Source: an optimization exercise on an open RTL-to-GDS flow (aim: small area). Production flows keep margins and buffers that such runs may drop.
Only simulation tests tie the RTL to the original design; equivalence was not proved.
Power is estimated from default activity; no workload was simulated.

File: flow/design.v
package retire_unit_pkg;
    localparam int DISPATCH_WIDTH       = 2;
    localparam int PHYS_REGS_ADDR_WIDTH = 6;
    localparam int ARCH_REGS            = 32;
    localparam int FREE_Q_DEPTH         = 64;
    localparam int FREE_Q_ADDR_WIDTH    = $clog2(FREE_Q_DEPTH);
    localparam int COMMIT_W             = 1 + PHYS_REGS_ADDR_WIDTH + 5 + 32 + 32 + 1 + 1 + 1 + 13;
    typedef logic [PHYS_REGS_ADDR_WIDTH-1:0] phys_reg_t;
    typedef struct packed {
        logic        en;
        phys_reg_t   phys_rd;
        logic [4:0]  arch_rd;
        logic [31:0] pc;
        logic [31:0] instr;
        logic        is_branch_instr;
        logic        branch_correct;
        logic        branch_taken;
        logic [12:0] br_offset;
    } rob_commit_t;
endpackage
module ru_ao222n (input logic a1, a2, b1, b2, c1, c2, output logic y);
    assign y = ~((a1 & a2) | (b1 & b2) | (c1 & c2));
endmodule
module ru_ao22n (input logic a1, a2, b1, b2, output logic y);
    assign y = ~((a1 & a2) | (b1 & b2));
endmodule
module ru_nand2 (input logic a, b, output logic y);
    assign y = ~(a & b);
endmodule
module ru_nand3 (input logic a, b, c, output logic y);
    assign y = ~(a & b & c);
endmodule
module ru_nand4 (input logic a, b, c, d, output logic y);
    assign y = ~(a & b & c & d);
endmodule
module ru_or3 (input logic a, b, c, output logic y);
    assign y = a | b | c;
endmodule
module ru_inv (input logic a, output logic y);
    assign y = ~a;
endmodule
module ru_sel32 (input logic [31:0] sel, input logic [31:0] d, output logic y);
    logic [10:0] t;
    logic [2:0]  n;
    for (genvar i = 0; i < 10; i++) begin : g_t
        ru_ao222n u_t (.a1(sel[3*i]), .a2(d[3*i]), .b1(sel[3*i+1]), .b2(d[3*i+1]),
                       .c1(sel[3*i+2]), .c2(d[3*i+2]), .y(t[i]));
    end
    ru_ao22n u_t10 (.a1(sel[30]), .a2(d[30]), .b1(sel[31]), .b2(d[31]), .y(t[10]));
    ru_nand4 u_n0 (.a(t[0]), .b(t[1]), .c(t[2]), .d(t[3]), .y(n[0]));
    ru_nand4 u_n1 (.a(t[4]), .b(t[5]), .c(t[6]), .d(t[7]), .y(n[1]));
    ru_nand3 u_n2 (.a(t[8]), .b(t[9]), .c(t[10]), .y(n[2]));
    ru_or3   u_o  (.a(n[0]), .b(n[1]), .c(n[2]), .y(y));
endmodule
module ru_sel31 (input logic [31:1] sel, input logic [31:1] d, output logic y);
    logic [10:0] t;
    logic [2:0]  n;
    for (genvar i = 0; i < 10; i++) begin : g_t
        ru_ao222n u_t (.a1(sel[3*i+1]), .a2(d[3*i+1]), .b1(sel[3*i+2]), .b2(d[3*i+2]),
                       .c1(sel[3*i+3]), .c2(d[3*i+3]), .y(t[i]));
    end
    ru_nand2 u_t10 (.a(sel[31]), .b(d[31]), .y(t[10]));
    ru_nand4 u_n0 (.a(t[0]), .b(t[1]), .c(t[2]), .d(t[3]), .y(n[0]));
    ru_nand4 u_n1 (.a(t[4]), .b(t[5]), .c(t[6]), .d(t[7]), .y(n[1]));
    ru_nand3 u_n2 (.a(t[8]), .b(t[9]), .c(t[10]), .y(n[2]));
    ru_or3   u_o  (.a(n[0]), .b(n[1]), .c(n[2]), .y(y));
endmodule
module ru_dec32 (input logic en, input logic [4:0] a, output logic [31:0] y);
    logic [3:0] lo;
    logic [7:0] hi;
    always_comb begin
        for (int i = 0; i < 4; i++) lo[i] = en & (a[1:0] == 2'(i));
        for (int i = 0; i < 8; i++) hi[i] = (a[4:2] == 3'(i));
        for (int i = 0; i < 32; i++) y[i] = lo[i % 4] & hi[i / 4];
    end
endmodule
import retire_unit_pkg::*;
module free_reg_queue
(
    input  logic                  clk,
    input  logic                  rst_n,
    input  logic [1:0]            push_valid,
    input  logic [1:0][PHYS_REGS_ADDR_WIDTH-1:0]       push_data,
    input  logic                  pop_ready,
    output logic [1:0]            out_valid,
    output logic [1:0][PHYS_REGS_ADDR_WIDTH-1:0]       out_data,
    output logic                  overflow
);
    localparam int W  = PHYS_REGS_ADDR_WIDTH;
    localparam int AW = FREE_Q_ADDR_WIDTH;       
    localparam int BW = AW - 1;                  
    localparam int BD = FREE_Q_DEPTH / 2;        
    logic [BD-1:0][W-1:0] mem_e;
    logic [BD-1:0][W-1:0] mem_o;
    logic [AW-1:0]   rd_ptr;
    logic [AW-1:0]   wr_ptr;
    logic [AW:0]     count;
    logic [1:0]      pop_n;
    logic [AW:0]     cap;
    logic            acc1;       
    logic            acc2;       
    logic            drop;
    logic [BW-1:0]   e_raddr, e_waddr;
    logic            e_we, o_we;
    logic [W-1:0]    e_wdata, o_wdata;
    logic [W-1:0]    e_rdata, o_rdata;
    logic [BD-1:0]   e_rsel, o_rsel, e_wsel, o_wsel;
    logic [W-1:0][BD-1:0] e_bits, o_bits;
    always_comb begin
        out_valid  = {count >= 7'd2, count != 7'd0};
        pop_n      = pop_ready ? {out_valid[1], out_valid[0] & ~out_valid[1]} : 2'd0;
        cap        = count - {5'd0, pop_n};
        acc1       = (push_valid[0] | push_valid[1]) & ~cap[AW];
        acc2       = push_valid[0] & push_valid[1] & ~cap[AW] & ~(&cap[AW-1:0]);
        drop       = ((push_valid[0] | push_valid[1]) & cap[AW])
                   | (push_valid[0] & push_valid[1] & (&cap[AW-1:0]));
        e_waddr = wr_ptr[AW-1:1] + {{(BW-1){1'b0}}, wr_ptr[0]};
        e_we    = wr_ptr[0] ? acc2 : acc1;
        o_we    = wr_ptr[0] ? acc1 : acc2;
        e_wdata = (~wr_ptr[0] & push_valid[0]) ? push_data[0] : push_data[1];
        o_wdata = ( wr_ptr[0] & push_valid[0]) ? push_data[0] : push_data[1];
        e_raddr = rd_ptr[AW-1:1] + {{(BW-1){1'b0}}, rd_ptr[0]};
        for (int b = 0; b < W; b++)
            for (int i = 0; i < BD; i++) begin
                e_bits[b][i] = mem_e[i][b];
                o_bits[b][i] = mem_o[i][b];
            end
        out_data[0] = rd_ptr[0] ? o_rdata : e_rdata;
        out_data[1] = rd_ptr[0] ? e_rdata : o_rdata;
    end
    ru_dec32 u_erdec (.en(1'b1), .a(e_raddr),          .y(e_rsel));
    ru_dec32 u_ordec (.en(1'b1), .a(rd_ptr[AW-1:1]),   .y(o_rsel));
    ru_dec32 u_ewdec (.en(e_we), .a(e_waddr),          .y(e_wsel));
    ru_dec32 u_owdec (.en(o_we), .a(wr_ptr[AW-1:1]),   .y(o_wsel));
    for (genvar b = 0; b < W; b++) begin : g_rd
        ru_sel32 u_e (.sel(e_rsel), .d(e_bits[b]), .y(e_rdata[b]));
        ru_sel32 u_o (.sel(o_rsel), .d(o_bits[b]), .y(o_rdata[b]));
    end
    always_ff @(posedge clk or negedge rst_n) begin
        if (!rst_n) begin
            rd_ptr   <= '0;
            wr_ptr   <= '0;
            count    <= '0;
            overflow <= 1'b0;
        end else begin
            rd_ptr <= rd_ptr + AW'(pop_n);
            wr_ptr <= wr_ptr + AW'({acc2, acc1 & ~acc2});
            count  <= cap + 7'({acc2, acc1 & ~acc2});
            if (drop) overflow <= 1'b1;
        end
    end
    always_ff @(posedge clk) begin
        for (int i = 0; i < BD; i++) begin
            if (e_wsel[i]) mem_e[i] <= e_wdata;
            if (o_wsel[i]) mem_o[i] <= o_wdata;
        end
    end
endmodule
import retire_unit_pkg::*;
module retire_unit
(
    input  logic                                clk,
    input  logic                                rst_n,
    input  logic [DISPATCH_WIDTH*COMMIT_W-1:0]      commit_if,
    output logic [DISPATCH_WIDTH-1:0]           free_valid,
    output logic [DISPATCH_WIDTH*PHYS_REGS_ADDR_WIDTH-1:0]     free_phys,
    input  logic                                free_ready,
    output logic                                redirect_valid,
    output logic [31:0]                         redirect_pc,
    output logic [ARCH_REGS*PHYS_REGS_ADDR_WIDTH-1:0]          rrat,
    output logic [63:0]                         instret,
    output logic                                free_q_overflow
);
    localparam int W = PHYS_REGS_ADDR_WIDTH;
    logic [DISPATCH_WIDTH-1:0][W-1:0]   free_phys_q;
    logic [ARCH_REGS-1:1][W-1:0]  rrat_q;
    retire_unit_pkg::rob_commit_t                c0;
    retire_unit_pkg::rob_commit_t                c1;
    logic                       mispredict0;
    logic                       mispredict1;
    logic                       retire0;
    logic                       retire1;
    logic                       wr0;
    logic [1:0]                 push_valid;
    logic [1:0][W-1:0]          push_data;
    logic [31:0]                dec1;
    logic                       same_rd;
    logic [W-1:0][ARCH_REGS-1:1] rrat_bits;
    logic [W-1:0]               rd0, rd1;
    logic [ARCH_REGS-1:1]       hold;
    logic [31:0]                wdec0;
    logic                       wr0_only;
    logic [ARCH_REGS-1:1][W-1:0] rrat_d;
    logic                       unused_instr;
    logic [31:0]                sel_pc;
    logic                       sel_taken;
    logic [12:0]                sel_off;
    assign free_phys    = free_phys_q;
    assign c0           = commit_if[COMMIT_W-1:0];
    assign c1           = commit_if[2*COMMIT_W-1:COMMIT_W];
    assign unused_instr = ^{c0.instr, c1.instr};
    always_comb begin
        rrat[W-1:0] = '0;
        for (int a = 1; a < ARCH_REGS; a++) rrat[a*W +: W] = rrat_q[a];
    end
    logic [12:0]  addend;
    logic [13:0]  lo_c;
    logic [12:0]  lo_sum;
    logic         sel_sign;
    logic [12:0]  rpc_lo_q;
    logic [18:0]  rpc_hi_q;
    logic         rpc_inc_q, rpc_dec_q;
    logic [19:0]  hi_p1, hi_p0;
    assign sel_pc    = mispredict0 ? c0.pc : c1.pc;
    assign sel_taken = mispredict0 ? c0.branch_taken : c1.branch_taken;
    assign sel_off   = mispredict0 ? c0.br_offset : c1.br_offset;
    assign addend    = sel_taken ? sel_off : 13'd4;
    assign sel_sign  = sel_taken & sel_off[12];
    always_comb begin
        lo_c[0] = 1'b0;
        for (int i = 0; i < 13; i++) begin
            lo_sum[i]  = sel_pc[i] ^ addend[i] ^ lo_c[i];
            lo_c[i+1]  = (sel_pc[i] & addend[i]) | (lo_c[i] & (sel_pc[i] ^ addend[i]));
        end
    end
    always_ff @(posedge clk) begin
        rpc_lo_q  <= lo_sum;
        rpc_hi_q  <= sel_pc[31:13];
        rpc_inc_q <= lo_c[13] & ~sel_sign;
        rpc_dec_q <= ~lo_c[13] & sel_sign;
    end
    always_comb begin
        hi_p1[0] = 1'b1;
        hi_p0[0] = 1'b1;
        for (int i = 0; i < 19; i++) begin
            hi_p1[i+1] = hi_p1[i] & rpc_hi_q[i];
            hi_p0[i+1] = hi_p0[i] & ~rpc_hi_q[i];
        end
        redirect_pc[12:0] = rpc_lo_q;
        for (int i = 0; i < 19; i++)
            redirect_pc[13+i] = rpc_hi_q[i] ^ ((rpc_inc_q & hi_p1[i]) | (rpc_dec_q & hi_p0[i]));
    end
    always_comb begin
        mispredict0 = c0.en & c0.is_branch_instr & ~c0.branch_correct;
        retire0     = c0.en;
        retire1     = c1.en & ~mispredict0;
        mispredict1 = retire1 & c1.is_branch_instr & ~c1.branch_correct;
        wr0         = retire0 && (c0.arch_rd != 5'd0);
        push_valid  = {c1.en && (c1.arch_rd != 5'd0), wr0};
        same_rd     = wr0 && (c0.arch_rd == c1.arch_rd);
        wr0_only     = retire0 & ~(same_rd & retire1);
        push_data[0] = rd0 | ({W{same_rd & retire1}} & rd1);
        if (!retire1)
            push_data[1] = c1.phys_rd;
        else if (same_rd)
            push_data[1] = c0.phys_rd;
        else
            push_data[1] = rd1;
        for (int a = 1; a < ARCH_REGS; a++)
            hold[a] = ~(wdec0[a] | dec1[a]);
        for (int b = 0; b < W; b++)
            for (int a = 1; a < ARCH_REGS; a++) rrat_bits[b][a] = rrat_q[a][b];
    end
    ru_dec32 u_dec1 (.en(retire1), .a(c1.arch_rd), .y(dec1));
    ru_dec32 u_wdec0 (.en(wr0_only), .a(c0.arch_rd), .y(wdec0));
    for (genvar b = 0; b < W; b++) begin : g_rat
        ru_sel31 u_rd0 (.sel(wdec0[31:1]), .d(rrat_bits[b][31:1]), .y(rd0[b]));
        ru_sel31 u_rd1 (.sel(dec1[31:1]), .d(rrat_bits[b][31:1]), .y(rd1[b]));
        for (genvar a = 1; a < ARCH_REGS; a++) begin : g_e
            logic nd;
            ru_ao222n u_m (.a1(hold[a]), .a2(rrat_q[a][b]), .b1(wdec0[a]), .b2(c0.phys_rd[b]),
                           .c1(dec1[a]), .c2(c1.phys_rd[b]), .y(nd));
            ru_inv    u_i (.a(nd), .y(rrat_d[a][b]));
        end
    end
    always_ff @(posedge clk or negedge rst_n) begin
        if (!rst_n) begin
            redirect_valid <= 1'b0;
            for (int a = 1; a < ARCH_REGS; a++) rrat_q[a] <= W'(a);
        end else begin
            redirect_valid <= mispredict0 | mispredict1;
            for (int a = 1; a < ARCH_REGS; a++) rrat_q[a] <= rrat_d[a];
        end
    end
    logic [63:0] instret_q;
    logic [63:0] inc_c;
    logic        inc_any;
    always_comb begin
        inc_c[0] = retire0 ^ retire1;
        inc_c[1] = (retire0 & retire1) | (instret_q[0] & inc_c[0]);
        inc_any  = (retire0 | retire1) & (instret_q[0] | (retire0 & retire1));
        for (int i = 2; i < 64; i++) begin
            if (i == 16)      inc_c[i] = inc_any & (&instret_q[15:1]);
            else if (i == 32) inc_c[i] = inc_any & (&instret_q[31:1]);
            else if (i == 48) inc_c[i] = inc_any & (&instret_q[47:1]);
            else              inc_c[i] = instret_q[i-1] & inc_c[i-1];
        end
    end
    always_ff @(posedge clk or negedge rst_n) begin
        if (!rst_n) instret_q <= '0;
        else        instret_q <= instret_q ^ inc_c;
    end
    assign instret = instret_q;
    free_reg_queue u_free_q (
        .clk        (clk),
        .rst_n      (rst_n),
        .push_valid (push_valid),
        .push_data  (push_data),
        .pop_ready  (free_ready),
        .out_valid  (free_valid),
        .out_data   (free_phys_q),
        .overflow   (free_q_overflow)
    );
endmodule
File: flow/flow/run.sh
#!/bin/bash
# Standard layout, with the port buffers made of the smallest buffer cell and
# a clock tree of clkbuf_8 leaf clusters without dummy loads.
set -euo pipefail
bash standard.sh \
  "BUFFER_PORTS_ARGS=-buffer_cell sky130_fd_sc_hd__buf_1" \
  "CTS_ARGS=-sink_clustering_enable -repair_clock_nets -dont_use_dummy_load -buf_list sky130_fd_sc_hd__clkbuf_8 -sink_clustering_size 16 -sink_clustering_max_diameter 60" \
  finish > standard_make.log 2>&1
File: flow/standard.sh
#!/bin/bash
# synth_recipe.tcl (not shown) runs the flow's synth.tcl, then flattens the netlist and writes it again
# the make line also repeats each setting of config.mk as NAME=value (left out here)
make -C /OpenROAD-flow-scripts/flow DESIGN_CONFIG=/design/flow/config.mk WORK_HOME=/design/flow/orfs CLKGATE_MAP_FILE= SYNTH_SCRIPT=/design/flow/synth_recipe.tcl "${@:-finish}"
File: flow/config.mk
export PLATFORM = sky130hd
export DESIGN_NAME = retire_unit
export DESIGN_NICKNAME = retire_unit
export VERILOG_FILES = /design/flow/design.v
export SDC_FILE = /design/flow/constraint.sdc
export NUM_CORES = 4
export LEC_CHECK = 0
export CAP_MARGIN = 20
export CORE_MARGIN = 2
export CORE_UTILIZATION = 40
export SLEW_MARGIN = 20
export SYNTH_HIERARCHICAL = 1
export SYNTH_MINIMUM_KEEP_SIZE = 0
File: flow/constraint.sdc
create_clock -name core_clock -period 6.0 [get_ports {clk}]
set_input_delay 1.2000 -clock core_clock [delete_from_list [all_inputs] [get_ports {clk}]]
set_output_delay 1.2000 -clock core_clock [all_outputs]
set_load 0.01 [all_outputs]
==> summary.txt <==
==> worst paths after layout <==
check | start | to
hold / removal | instret_q[15]$_DFF_PN0_ | instret_q[15]$_DFF_PN0_
max in group asynchronous | rst_n | rrat_q[145]$_DFF_PN0_
min in group asynchronous | rst_n | rrat_q[121]$_DFF_PN0_
setup reg to reg | u_free_q.count[2]$_DFF_PN0_ | u_free_q.mem_e[3]$_DFFE_PP_
hold reg to reg | instret_q[15]$_DFF_PN0_ | instret_q[15]$_DFF_PN0_
setup / recovery | commit_if[91] | rpc_inc_q$_DFF_P_
==> flip-flops by register name, indices dropped and copies added (netlist names) <==
signal,flops
u_free_q.overflow,1
rpc_dec_q,1
redirect_valid,1
u_free_q.rd_ptr,6
u_free_q.count,7
rpc_lo_q,13
rpc_inc_q,1
rrat_q,186
u_free_q.mem_o,192
u_free_q.wr_ptr,6
rpc_hi_q,19
instret_q,64
u_free_q.mem_e,192
==> cell type report <==
type / instances / area share
multi-input combinational: 1359 / 0.300
clock buffer: 57 / 0.0227
antenna: 4 / 0.000290
sequential: 689 / 0.553
tap: 969 / 0.0351
timing repair buffer: 506 / 0.0654
inverter: 207 / 0.0225
==> routing by layer <==
layer,track usage,part of all wire
met4,0.0813,0.035
met3,0.0664,0.11
met5,0,0.00040
met2,0.401,0.46
met1,0.337,0.39
==> critical path: stages <==
cell and delay (ns):
buf_1 0.24, nand2_8 0.07, nor2_4 0.14, mux2i_2 0.35, buf_4 0.17, a21o_1 0.10, fa_2 0.21, fa_2 0.19
inv_2 0.04, fa_2 0.34, fa_2 0.40, fa_2 0.35, fa_2 0.35, fa_2 0.34, fa_2 0.35, fa_2 0.35
inv_2 0.06, fa_2 0.19, inv_2 0.04, fa_2 0.35, fa_2 0.35, nor2b_1 0.14
==> power by group through the flow <==
stage | registers, mW | logic (mW) | clock network (mW)
3_5_place_dp | 6.60 | 3.78 | 0
2_1_floorplan | 6.50 | 2.05 | 0
5_1_grt | 6.59 | 4.11 | 2.55
3_3_place_gp | 6.57 | 3.71 | 0
6_report | 6.53 | 3.79 | 2.31
4_1_cts | 6.50 | 3.79 | 2.38
==> metrics by stage <==
stage	total power, mW	worst slack [ns]	hold WS [ns]	utilization
floorplan	8.56	-0.134	0.502	-
global placement	10.3	-0.409	0.462	0.451
detailed placement	10.4	-0.456	0.487	0.451
CTS	12.7	0.246	0.502	0.462
global route	13.2	0.0592	0.521	0.462
finish	12.6	0.213	0.499	0.462
==> impl_metrics.ini <==
[power]
p_sw_frac = 0.370
power_density_mw_per_mm2 = 366
pwr-share-clk = 0.183
p_seq_frac = 0.517
ir_drop_uv = 231
comb_power_share = 0.300
p_sw_mw = 4.68
internal_power_mw = 7.95
p_leak_nw = 13.6

[worst_setup_path]
cp_data_arrival_time_ns = 6.32
reg2reg_setup_slack_ns = 0.44
end_kind = flip-flop
ff2ff_path_depth = 14
crit_required_ns = 6.53
start_kind = input port
path_class = in2reg
crit_path_max_fanout = 3

[place]
place_congestion = 0.941
place_inst = 3730
place_area_mm2 = 0.0337
dpl.hpwl_um = 71600
port_buffers = 420

[cells_and_area]
seq_area_mm2 = 0.0191
final_common_cell = a222oi_1
fin_area_mm2 = 0.0345
drive_above_1_share = 0.110
multi_input_area_mm2 = 0.0104
fillerInstances = 6738
nNetsFinal = 3094
layout_common_cells = 426 x a222oi_1, 415 x buf_1, 384 x edfxtp_1
area_growth_pct = 13.8
layoutNonFillerInstCount = 3791

[timing]
max_freq_mhz = 173
grt_setup_unrepaired = false
hold_viol_final = 0
finalCriticalPeriod_ns = 5.79
setup_tns_ns = 0
finalSetupViolations = 0
final_max_slew_viol_count = 0
worstMarginPinSlew_ns = 1.05
relSlewSlack = 0.303
clock_skew_ns = 0.0925
finalCritPeriodShare = 0.965

[clock_tree]
ctsLongestPathBuffers = 3
cts_tree = done
cts_inserted_buffers = 57
htree_levels = 2
clk_latency_ns = 0.71
hold_buffers = 0
clk_pin_slew_ns = 0.08
cts_setup_buffers = 0
cts_root_buffer = clkbuf_8
cts-resized-gates = 0
clkSinkCount = 689

[floorplanning]
initial_utilization = 0.406
pin_count = 491
die_area_mm2 = 0.0780
rows = 100
die_w_um = 279
die_h_um = 279
core_mm2 = 0.0747

[route]
post_drt_wl_per_cell_um = 26.8
wl_um = 102000
routed_via_density = 6.38
dr.pass1.iters = 15
vias = 24200
ant_nets = 0
initialDrtViolationCount = 4659
drc = 0

[logic_synthesis]
syn_area_mm2 = 0.0303
syn_area_per_cell_um2 = 13.3
yosysWarnings = 9
syn_inst = 2284

[global_routing]
track_usage = 0.252
grt_pass1_vias = 23800
grt_overflow = 0
grt_max_degree = 168
grt_pass1_wl_um = 151000
antenna_found_initial = 7

[job]
drv_cap = 0

[worst_hold_path]
worstHoldPathCells = 1
hold_class = reg2reg

[outcome]
status = no timing/DRC/antenna violations

static timing again, ports no longer ideal:
The flow's constraints put no driver on any port. The routed layout listed below was extracted and timed again, unchanged, in two steps. Step 1 assumes that a clkbuf_16 drives the clock port and a buf_2 every other input. Step 2, shift: input delay + t, output delay - t, t = (earliest + latest rising clock arrival at the registers) / 2. This alone moves slack from input paths to output paths. Slacks: no drivers / after step 1 / after step 2; pairs: no drivers / after step 1.
t, ns: 0.733
setup slack, ns: 0.213 / 0.214 / -0.519
slew at the worst register clock pin (ns): 0.11 / 0.11
worst data-port slew with drivers (ns): 0.11
cell pins on the clock port's net: 1
With both steps, setup timing fails in this run, where it was met with ideal ports. The setup slack of this run moves by +0.001 ns with the drivers and by -0.732 ns with both steps.
